What follows belongs to an exercise in optimizing a design on an open flow for small area; a production flow would make more cautious choices. Only simulation tests tie the RTL to the original design; equivalence was not proved. Power figures rest on the tool's default switching activity, not on a simulated workload. The clock port is modelled as an ideal driver; clocking choices that lean on that would not hold on a real chip.

wip/xenon:
## bp_top
module bp_top (
	input logic clk,
	input logic rst_n,
	input bp_pkg::alu_op_t i_alu_op,
	input bp_pkg::pc_t i_pc,
	input bp_pkg::pc_t i_imm,
	input logic i_resolve,
	input logic i_taken,
	output logic o_pred_taken,
	output bp_pkg::pc_t o_next_pc
);
For scale: roughly 2,200 cells after synthesis, ~110 I/O pins.
Settings: LEC_CHECK=0, CAP_MARGIN=5, CORE_MARGIN=2, CORE_UTILIZATION=65, CTS_BUF_LIST=sky130_fd_sc_hd__clkbuf_16, CTS_CLUSTER_DIAMETER=80, CTS_CLUSTER_SIZE=30, GPL_TIMING_DRIVEN=0, PLACE_DENSITY=0.7, SETUP_SLACK_MARGIN=0.05, SLEW_MARGIN=5, SYNTH_HIERARCHICAL=1; clock period 7.0 ns.
standard.sh (not shown) runs the stock make flow with config.mk's settings and CLKGATE_MAP_FILE= SYNTH_SCRIPT=/design/flow/synth_recipe.tcl, a recipe that flattens the netlist after the stock synthesis.
==> flow/flow/run.sh <==
#!/bin/bash
# Standard ORFS layout with three changes: yosys/abc buffers are removed at floorplan
# (repair_design re-buffers what needs it), ports get the smallest buffer cell, and
# CTS adds no dummy loads. Each tool's output stays in orfs/logs; make's own output
# goes to standard.log.
set -euo pipefail
export REMOVE_ABC_BUFFERS=1
export RECOVER_POWER=100
export POST_GLOBAL_ROUTE_TCL="$PWD/flow/post_grt.tcl"
export BUFFER_PORTS_ARGS="-buffer_cell sky130_fd_sc_hd__buf_1"
export CTS_ARGS="-sink_clustering_enable -repair_clock_nets -sink_clustering_size 30 -sink_clustering_max_diameter 80 -buf_list sky130_fd_sc_hd__clkbuf_16 -dont_use_dummy_load"
bash standard.sh > standard.log 2>&1
==> flow/flow/post_grt.tcl <==
# After power recovery has downsized gates with slack, fix any slew or load
# that the downsizing pushed over the limits, then setup timing again.
global_route -start_incremental
repair_design -slew_margin 5 -cap_margin 5 -match_cell_footprint -verbose
detailed_placement
global_route -end_incremental
estimate_parasitics -global_routing
global_route -start_incremental
repair_timing -setup -setup_margin 0.05 -match_cell_footprint -verbose
detailed_placement
global_route -end_incremental
estimate_parasitics -global_routing
No stage failed in wip/xenon, and the final checks on the layout all came back clean.
Input changes introduced in wip/yarrow (baseline for comparison: wip/xenon):
# wip/xenon
export LEC_CHECK = 0
export CAP_MARGIN = 5
export CORE_MARGIN = 2
export CORE_UTILIZATION = 65
export CTS_BUF_LIST = sky130_fd_sc_hd__clkbuf_16
export CTS_CLUSTER_DIAMETER = 80
export CTS_CLUSTER_SIZE = 30
export GPL_TIMING_DRIVEN = 0
export PLACE_DENSITY = 0.7
export SETUP_SLACK_MARGIN = 0.05
export SLEW_MARGIN = 5
export SYNTH_HIERARCHICAL = 1
create_clock -name core_clock -period 7.0 [get_ports {clk}]
# wip/yarrow
export LEC_CHECK = 0
export CAP_MARGIN = 5
export CORE_MARGIN = 2
export CORE_UTILIZATION = 65
export CTS_BUF_LIST = sky130_fd_sc_hd__clkbuf_16
export CTS_CLUSTER_DIAMETER = 80
export CTS_CLUSTER_SIZE = 30
export GPL_TIMING_DRIVEN = 0
export PLACE_DENSITY = 0.8
export SETUP_SLACK_MARGIN = 0.1
export SLEW_MARGIN = 5
export SYNTH_HIERARCHICAL = 1
create_clock -name core_clock -period 7.0 [get_ports {clk}]
diff --git a/flow/flow/post_grt.tcl b/flow/flow/post_grt.tcl
--- a/flow/flow/post_grt.tcl
+++ b/flow/flow/post_grt.tcl
@@ -7,5 +7,5 @@
 estimate_parasitics -global_routing
 global_route -start_incremental
-repair_timing -setup -setup_margin 0.05 -match_cell_footprint -verbose
+repair_timing -setup -setup_margin 0.1 -match_cell_footprint -verbose
 detailed_placement
 global_route -end_incremental
wip/yarrow completed every stage of the flow, and the final layout passed the timing, DRC and antenna checks. Area of the multi-input gates of wip/xenon is on par with wip/yarrow. Taking wip/xenon as the reference, in wip/yarrow source-to-sink clock delay at the later pin of the worst-skew pair climbed 0.02 ns; share of the final layout cell area in multi-input gates barely changed; total power after layout dropped about 0.3%; sequential share of layout area barely changed; fmax dropped 0.72 MHz. The via-per-instance ratio number comes out lower for wip/xenon vs wip/yarrow. Looking at final critical delay including setup and external delays across both flows, wip/yarrow is the weaker of the two, with wip/xenon ahead. Comparing wip/xenon and wip/yarrow, the higher number of ordinary and repair buffers in the finished layout was measured on wip/yarrow. On design area, wip/yarrow tracks wip/xenon almost exactly. Comparing critical path's largest stage delay for wip/xenon and wip/yarrow, the bigger number came from wip/yarrow.
Relative to wip/yarrow, the following input files were edited for wip/umber:
==> flow/flow/run.sh <==
#!/bin/bash
# The standard ORFS layout (standard.sh), with these changes:
#  - yosys/abc buffers are removed at floorplan; repair_design re-buffers what needs it
#  - every port still gets a buffer, of the smallest buffer cell
#  - CTS uses fixed sink clusters and adds no dummy loads
#  - after global routing, gates with slack are downsized (RECOVER_POWER), then
#    flow/post_grt.tcl repairs slew, load and setup timing again
# Each tool's full output stays in orfs/logs/; make's own output goes to standard.log.
set -euo pipefail
export REMOVE_ABC_BUFFERS=1
export RECOVER_POWER=100
export POST_GLOBAL_ROUTE_TCL="$PWD/flow/post_grt.tcl"
export BUFFER_PORTS_ARGS="-buffer_cell sky130_fd_sc_hd__buf_1"
export CTS_ARGS="-sink_clustering_enable -repair_clock_nets -sink_clustering_size 30 -sink_clustering_max_diameter 100 -buf_list sky130_fd_sc_hd__clkbuf_16 -dont_use_dummy_load"
bash standard.sh > standard.log 2>&1
Findings:
- wip/yarrow and wip/umber ended up with nearly the same total global-route track usage.
- Re overall power: wip/yarrow and wip/umber aren't equal, and the lower value belongs to wip/umber.
- Compared with wip/yarrow, wip/umber has less setup slack.
- wip/umber vs. wip/yarrow: net switching power shrank by 1.3%, routed length on met3 +99 um, cell area after synthesis roughly the same.

## pepper
bp_top, a different RTL version from the one above (not shown whole).
Size: roughly 2300 cells after synthesis, ~690 flip-flops.
// bp_top
module bp_top (
	input logic clk,
	input logic rst_n,
	input bp_pkg::alu_op_t i_alu_op,
	input bp_pkg::pc_t i_pc,
	input bp_pkg::pc_t i_imm,
	input logic i_resolve,
	input logic i_taken,
	output logic o_pred_taken,
	output bp_pkg::pc_t o_next_pc
);
	logic [15:0] hist_q;
	logic [1:0] base_q [64];
	logic [31:0] t1_v_q;
	logic [3:0] t1_tag_q [32];
	logic [2:0] t1_ctr_q [32];
	logic [31:0] t2_v_q;
	logic [3:0] t2_tag_q [32];
	logic [2:0] t2_ctr_q [32];
	logic rec_v_q;
	logic [5:0] rec_base_idx_q;
	logic [4:0] rec_t1_idx_q;
	logic [3:0] rec_t1_tag_q;
	logic [4:0] rec_t2_idx_q;
	logic [3:0] rec_t2_tag_q;
	logic rec_p1_q;    
	logic rec_p2_q;    
	logic [2:0] rec_ctr_q;
	logic [4:0] f1_idx, f2_idx;
	logic [3:0] f1_tag, f2_tag;
	assign f1_idx = {hist_q[4], hist_q[3], hist_q[2] ^ hist_q[7], hist_q[1] ^ hist_q[6],
		hist_q[0] ^ hist_q[5]};
	assign f1_tag = {hist_q[3] ^ hist_q[7], hist_q[2] ^ hist_q[6], hist_q[1] ^ hist_q[5],
		hist_q[0] ^ hist_q[4]};
	assign f2_idx = {hist_q[4] ^ hist_q[9] ^ hist_q[14],
		hist_q[3] ^ hist_q[8] ^ hist_q[13],
		hist_q[2] ^ hist_q[7] ^ hist_q[12],
		hist_q[1] ^ hist_q[6] ^ hist_q[11],
		hist_q[0] ^ hist_q[5] ^ hist_q[10] ^ hist_q[15]};
	assign f2_tag = {hist_q[3] ^ hist_q[7] ^ hist_q[11] ^ hist_q[15],
		hist_q[2] ^ hist_q[6] ^ hist_q[10] ^ hist_q[14],
		hist_q[1] ^ hist_q[5] ^ hist_q[9] ^ hist_q[13],
		hist_q[0] ^ hist_q[4] ^ hist_q[8] ^ hist_q[12]};
	logic [5:0] base_idx;
	logic [4:0] t1_idx, t2_idx;
	logic [3:0] t1_tag, t2_tag;
	assign base_idx = i_pc[7:2];
	assign t1_idx = i_pc[6:2] ^ f1_idx;
	assign t2_idx = i_pc[6:2] ^ f2_idx;
  ...
clock: 7.0 ns
lec_check: 0
cap_margin: 20
core_margin: 2
core_utilization: 40
cts_buf_list: sky130_fd_sc_hd__clkbuf_16
cts_cluster_diameter: 80
cts_cluster_size: 30
gpl_timing_driven: 0
setup_slack_margin: 0.05
slew_margin: 20
run.sh (not shown) runs the stock make flow with config.mk's settings and CLKGATE_MAP_FILE= SYNTH_SCRIPT=/design/flow/synth_recipe.tcl, a recipe that flattens the netlist after the stock synthesis.
Stock flow here: none of the scripts above is used.
[inputs] maple vs pepper
Settings: CORE_UTILIZATION changed from 40 to 60.
==> flow/flow/run.sh (new file) <==
#!/bin/bash
# Standard ORFS layout with three changes: yosys/abc buffers are removed at floorplan
# (repair_design re-buffers what needs it), ports get the smallest buffer cell, and
# CTS adds no dummy loads. Each tool's output stays in orfs/logs; make's own output
# goes to standard.log.
set -euo pipefail
export REMOVE_ABC_BUFFERS=1
export BUFFER_PORTS_ARGS="-buffer_cell sky130_fd_sc_hd__buf_2"
export CTS_ARGS="-sink_clustering_enable -repair_clock_nets -sink_clustering_size 30 -sink_clustering_max_diameter 80 -buf_list sky130_fd_sc_hd__clkbuf_16 -dont_use_dummy_load"
bash standard.sh > standard.log 2>&1
==> flow/standard.sh (new file) <==
#!/bin/bash
# synth_recipe.tcl (not shown) runs the flow's synth.tcl, then flattens the netlist and writes it again
# the make line also repeats each setting of config.mk as NAME=value (left out here)
make -C /OpenROAD-flow-scripts/flow DESIGN_CONFIG=/design/flow/config.mk WORK_HOME=/design/flow/orfs CLKGATE_MAP_FILE= SYNTH_SCRIPT=/design/flow/synth_recipe.tcl "${@:-finish}"
removed: flow/run.sh
==> run notes <==
- Higher total power consumption of the routed design was reported by pepper, not maple.
- NOTE standard cell area after detailed placement pepper->maple decreased by a few percent
- On number of diodes: maple sits below pepper.
- Min sequential share of layout area across pepper and maple: pepper
- Worst setup path endpoint = o_next_pc[17]: pepper; worst setup path endpoint = o_next_pc[31]: maple
- Delta (maple minus pepper): largest net degree at the start of global routing increased 11; via density per instance now larger; switching fraction of total power now sits lower; upper clock frequency limit shows no meaningful change.

Another version of the RTL of bp_top (not shown whole).
Size in the first run: ~2400 cells after synthesis, about 690 flip-flops, about 110 I/O pins, roughly 30000 sq um of cells after synthesis.
clock: 7.0 ns
lec_check: 0
cap_margin: 5
core_margin: 2
core_utilization: 60
cts_buf_list: sky130_fd_sc_hd__clkbuf_16
cts_cluster_diameter: 80
cts_cluster_size: 30
gpl_timing_driven: 0
setup_slack_margin: 0.05
slew_margin: 5
synth_hierarchical: 1
standard.sh (not shown) runs the stock make flow with config.mk's settings and CLKGATE_MAP_FILE= SYNTH_SCRIPT=/design/flow/synth_recipe.tcl, a recipe that flattens the netlist after the stock synthesis.
==> flow/flow/run.sh <==
#!/bin/bash
# Standard ORFS layout with three changes: yosys/abc buffers are removed at floorplan
# (repair_design re-buffers what needs it), ports get the smallest buffer cell, and
# CTS adds no dummy loads. Each tool's output stays in orfs/logs; make's own output
# goes to standard.log.
set -euo pipefail
export REMOVE_ABC_BUFFERS=1
export RECOVER_POWER=100
export BUFFER_PORTS_ARGS="-buffer_cell sky130_fd_sc_hd__buf_1"
export CTS_ARGS="-sink_clustering_enable -repair_clock_nets -sink_clustering_size 30 -sink_clustering_max_diameter 80 -buf_list sky130_fd_sc_hd__clkbuf_16 -dont_use_dummy_load"
bash standard.sh > standard.log 2>&1
The first run reached the layout checks and failed them: capacitance limit, slew limit.
==> next run, changes <==
--- a/flow/flow/run.sh
+++ b/flow/flow/run.sh
@@ -6,5 +6,4 @@
 set -euo pipefail
 export REMOVE_ABC_BUFFERS=1
-export RECOVER_POWER=100
 export BUFFER_PORTS_ARGS="-buffer_cell sky130_fd_sc_hd__buf_1"
 export CTS_ARGS="-sink_clustering_enable -repair_clock_nets -sink_clustering_size 30 -sink_clustering_max_diameter 80 -buf_list sky130_fd_sc_hd__clkbuf_16 -dont_use_dummy_load"
Now the flow completed with no timing, DRC or antenna violations.
Setup slack gets better by 110 ps.
Power hardly moves.
Global-route usage stays the same.
Critical path depth does not change.
Final area increases by 0.70%.
Utilization rises by 0.46 points.
==> next run, changes <==
Settings changed: CAP_MARGIN 5 to 0, SLEW_MARGIN 5 to 0.
=> With this change the flow reached the layout checks and failed them: capacitance limit, slew limit. Design area came out higher by 0.64%. Die area is unchanged. Via count came out higher by 0.44%. Clock skew came out lower by 7.1 ps. Register-to-register slack is about the same. Utilization came out higher by 0.42 points. Global-route usage is about the same.
==> next run, changes <==
--- a/flow/flow/run.sh
+++ b/flow/flow/run.sh
@@ -6,5 +6,5 @@
 set -euo pipefail
 export REMOVE_ABC_BUFFERS=1
-export BUFFER_PORTS_ARGS="-buffer_cell sky130_fd_sc_hd__buf_1"
+export BUFFER_PORTS_ARGS="-buffer_cell sky130_fd_sc_hd__buf_2"
 export CTS_ARGS="-sink_clustering_enable -repair_clock_nets -sink_clustering_size 30 -sink_clustering_max_diameter 80 -buf_list sky130_fd_sc_hd__clkbuf_16 -dont_use_dummy_load"
 bash standard.sh > standard.log 2>&1
Result: This time the run ran to the end with no violations. Power came out lower by about 0.34%. Final area came out higher by about 0.3%. Wire length came out higher by about 0.65%. Global-route usage came out higher by 0.44 points. Worst setup slack is better by 42 ps. Core utilization came out higher by 0.20 points. First-iteration DRC count came out lower by about 2.6%. Count of clock-buffer cells in the layout came out lower by 1. Maximum frequency came out higher by 0.62%. Register-to-register slack is worse by 70 ps. Cell count is about the same.

bp_top, a different RTL version from the one above (not shown whole).
Size in the first run: roughly 2400 cells after synthesis, ~690 flip-flops, roughly 110 I/O pins.
==> flow/config.mk <==
export PLATFORM = sky130hd
export DESIGN_NAME = bp_top
export DESIGN_NICKNAME = bp_top
export VERILOG_FILES = /design/flow/design.v
export SDC_FILE = /design/flow/constraint.sdc
export NUM_CORES = 4
export LEC_CHECK = 0
export CAP_MARGIN = 0
export CORE_MARGIN = 2
export CORE_UTILIZATION = 60
export CTS_BUF_LIST = sky130_fd_sc_hd__clkbuf_16
export CTS_CLUSTER_DIAMETER = 80
export CTS_CLUSTER_SIZE = 30
export GPL_TIMING_DRIVEN = 0
export SETUP_SLACK_MARGIN = 0.05
export SLEW_MARGIN = 0
export SYNTH_HIERARCHICAL = 1
==> flow/constraint.sdc <==
create_clock -name core_clock -period 7.0 [get_ports {clk}]
set_input_delay 1.4000 -clock core_clock [delete_from_list [all_inputs] [get_ports {clk}]]
set_output_delay 1.4000 -clock core_clock [all_outputs]
set_load 0.01 [all_outputs]
==> flow/flow/run.sh <==
#!/bin/bash
# Standard ORFS layout with three changes: yosys/abc buffers are removed at floorplan
# (repair_design re-buffers what needs it), ports get the smallest buffer cell, and
# CTS adds no dummy loads. Each tool's output stays in orfs/logs; make's own output
# goes to standard.log.
set -euo pipefail
export REMOVE_ABC_BUFFERS=1
export BUFFER_PORTS_ARGS="-buffer_cell sky130_fd_sc_hd__buf_1"
export CTS_ARGS="-sink_clustering_enable -repair_clock_nets -sink_clustering_size 20 -sink_clustering_max_diameter 50 -buf_list sky130_fd_sc_hd__clkbuf_8 -dont_use_dummy_load"
bash standard.sh > standard.log 2>&1
The baseline finished with timing, DRC and antenna clean.
==> next run, changes <==
--- a/flow/flow/run.sh
+++ b/flow/flow/run.sh
@@ -8,3 +8,3 @@
 export BUFFER_PORTS_ARGS="-buffer_cell sky130_fd_sc_hd__buf_1"
-export CTS_ARGS="-sink_clustering_enable -repair_clock_nets -sink_clustering_size 20 -sink_clustering_max_diameter 50 -buf_list sky130_fd_sc_hd__clkbuf_8 -dont_use_dummy_load"
+export CTS_ARGS="-sink_clustering_enable -repair_clock_nets -sink_clustering_size 30 -sink_clustering_max_diameter 60 -buf_list sky130_fd_sc_hd__clkbuf_16 -dont_use_dummy_load"
 bash standard.sh > standard.log 2>&1
--- a/flow/config.mk
+++ b/flow/config.mk
@@ -9,3 +9,3 @@
 export CORE_MARGIN = 2
-export CORE_UTILIZATION = 60
+export CORE_UTILIZATION = 70
 export CTS_BUF_LIST = sky130_fd_sc_hd__clkbuf_16
=> The new run finished with timing, DRC and antenna clean; synthesized cell count is unchanged; routed wire length rises slightly; clock-buffer cell count falls by 18; power rises by a few percent; first-iteration DRC count rises by a quarter to a third; setup slack degrades by 0.018 ns.
==> next run, changes <==
--- a/flow/flow/run.sh
+++ b/flow/flow/run.sh
@@ -8,3 +8,3 @@
 export BUFFER_PORTS_ARGS="-buffer_cell sky130_fd_sc_hd__buf_1"
-export CTS_ARGS="-sink_clustering_enable -repair_clock_nets -sink_clustering_size 30 -sink_clustering_max_diameter 60 -buf_list sky130_fd_sc_hd__clkbuf_16 -dont_use_dummy_load"
+export CTS_ARGS="-sink_clustering_enable -repair_clock_nets -sink_clustering_size 30 -sink_clustering_max_diameter 80 -buf_list sky130_fd_sc_hd__clkbuf_16 -dont_use_dummy_load"
 bash standard.sh > standard.log 2>&1
--- a/flow/config.mk
+++ b/flow/config.mk
@@ -7,5 +7,5 @@
 export LEC_CHECK = 0
-export CAP_MARGIN = 0
+export CAP_MARGIN = 10
 export CORE_MARGIN = 2
-export CORE_UTILIZATION = 70
+export CORE_UTILIZATION = 60
 export CTS_BUF_LIST = sky130_fd_sc_hd__clkbuf_16
@@ -15,3 +15,3 @@
 export SETUP_SLACK_MARGIN = 0.05
-export SLEW_MARGIN = 0
+export SLEW_MARGIN = 10
 export SYNTH_HIERARCHICAL = 1
Result:
- global-route usage shrinks by 5.2 points
- setup slack improved by 0.025 ns
- synthesized area does not change
- synthesized cell count is unchanged
- power grows by about 1%
- sequential power is about the same
- cell area grows by about 1.4%
- clock skew grows by 0.028 ns
- non-clock buffer count grows by 28
- fmax grows by 0.36%
==> next run, changes <==
--- a/flow/config.mk
+++ b/flow/config.mk
@@ -7,3 +7,3 @@
 export LEC_CHECK = 0
-export CAP_MARGIN = 10
+export CAP_MARGIN = 0
 export CORE_MARGIN = 2
@@ -15,3 +15,3 @@
 export SETUP_SLACK_MARGIN = 0.05
-export SLEW_MARGIN = 10
+export SLEW_MARGIN = 0
 export SYNTH_HIERARCHICAL = 1
After rerunning: Fmax decreases by 0.39%; clock skew falls by 0.016 ns; area after synthesis stays the same; cell area fell by 1.5%; setup slack got worse by 0.027 ns; wire length shrinks by 0.71%; first-iteration DRC count falls by 0.81%; flip-flop and latch count stays the same; core utilization decreases by 1.0 points.

-- separate check: timing with driven ports --
In the flow no input, the clock included, has a driving cell. The finished layouts below were timed again as built, in two steps.
Step 1 (the two cells are an assumption about what drives the block):
set clk [get_ports {clk}]
set_driving_cell -lib_cell sky130_fd_sc_hd__clkbuf_16 $clk
set_driving_cell -lib_cell sky130_fd_sc_hd__buf_2 [delete_from_list [all_inputs] $clk]
Step 2 moves the port delays by t, midway between the first and last clock arrival at a register: inputs arrive t later, outputs are due t later. That takes back most of the time a late clock gives input paths.
Slacks: no drivers / after step 1 / after step 2; pairs: no drivers / after step 1.
run | t, ns | slack for setup (ns) | hold slack, ns | worst slew at a driven data input, ns | cell pins on the clock port's net
wip/xenon | 0.615 | 0.198 / 0.172 / 0.172 | 0.472 / 0.472 / 0.472 | 0.10 | 1
wip/yarrow | 0.640 | 0.164 / 0.088 / 0.088 | 0.470 / 0.470 / 0.470 | 0.10 | 1
wip/umber | 0.643 | 0.103 / 0.032 / 0.032 | 0.479 / 0.479 / 0.479 | 0.10 | 1
pepper | 0.655 | 0.143 / 0.120 / 0.120 | 0.469 / 0.469 / 0.469 | 0.13 | 1
maple | 0.671 | 0.151 / 0.028 / 0.028 | 0.467 / 0.467 / 0.467 | 0.15 | 1
the first run of note 3 | 0.621 | 0.134 / 0.088 / 0.088 | 0.475 / 0.475 / 0.475 | 0.09 | 1
the second run of note 3 | 0.623 | 0.245 / 0.199 / 0.199 | 0.475 / 0.475 / 0.475 | 0.09 | 1
the third run of note 3 | 0.619 | 0.124 / 0.085 / 0.085 | 0.473 / 0.473 / 0.473 | 0.08 | 1
the fourth run of note 3 | 0.627 | 0.166 / 0.135 / 0.135 | 0.474 / 0.474 / 0.474 | 0.11 | 1
the first run of note 4 | 0.723 | 0.215 / 0.188 / 0.188 | 0.469 / 0.469 / 0.469 | 0.08 | 1
the second run of note 4 | 0.621 | 0.197 / 0.161 / 0.161 | 0.469 / 0.469 / 0.469 | 0.08 | 1
the third run of note 4 | 0.602 | 0.221 / 0.195 / 0.195 | 0.475 / 0.475 / 0.475 | 0.08 | 1
the fourth run of note 4 | 0.662 | 0.195 / 0.130 / 0.174 | 0.475 / 0.475 / 0.475 | 0.08 | 1
For maple, which loses most, drivers alone change the setup slack by -0.123 ns; drivers and shift together by -0.123 ns.
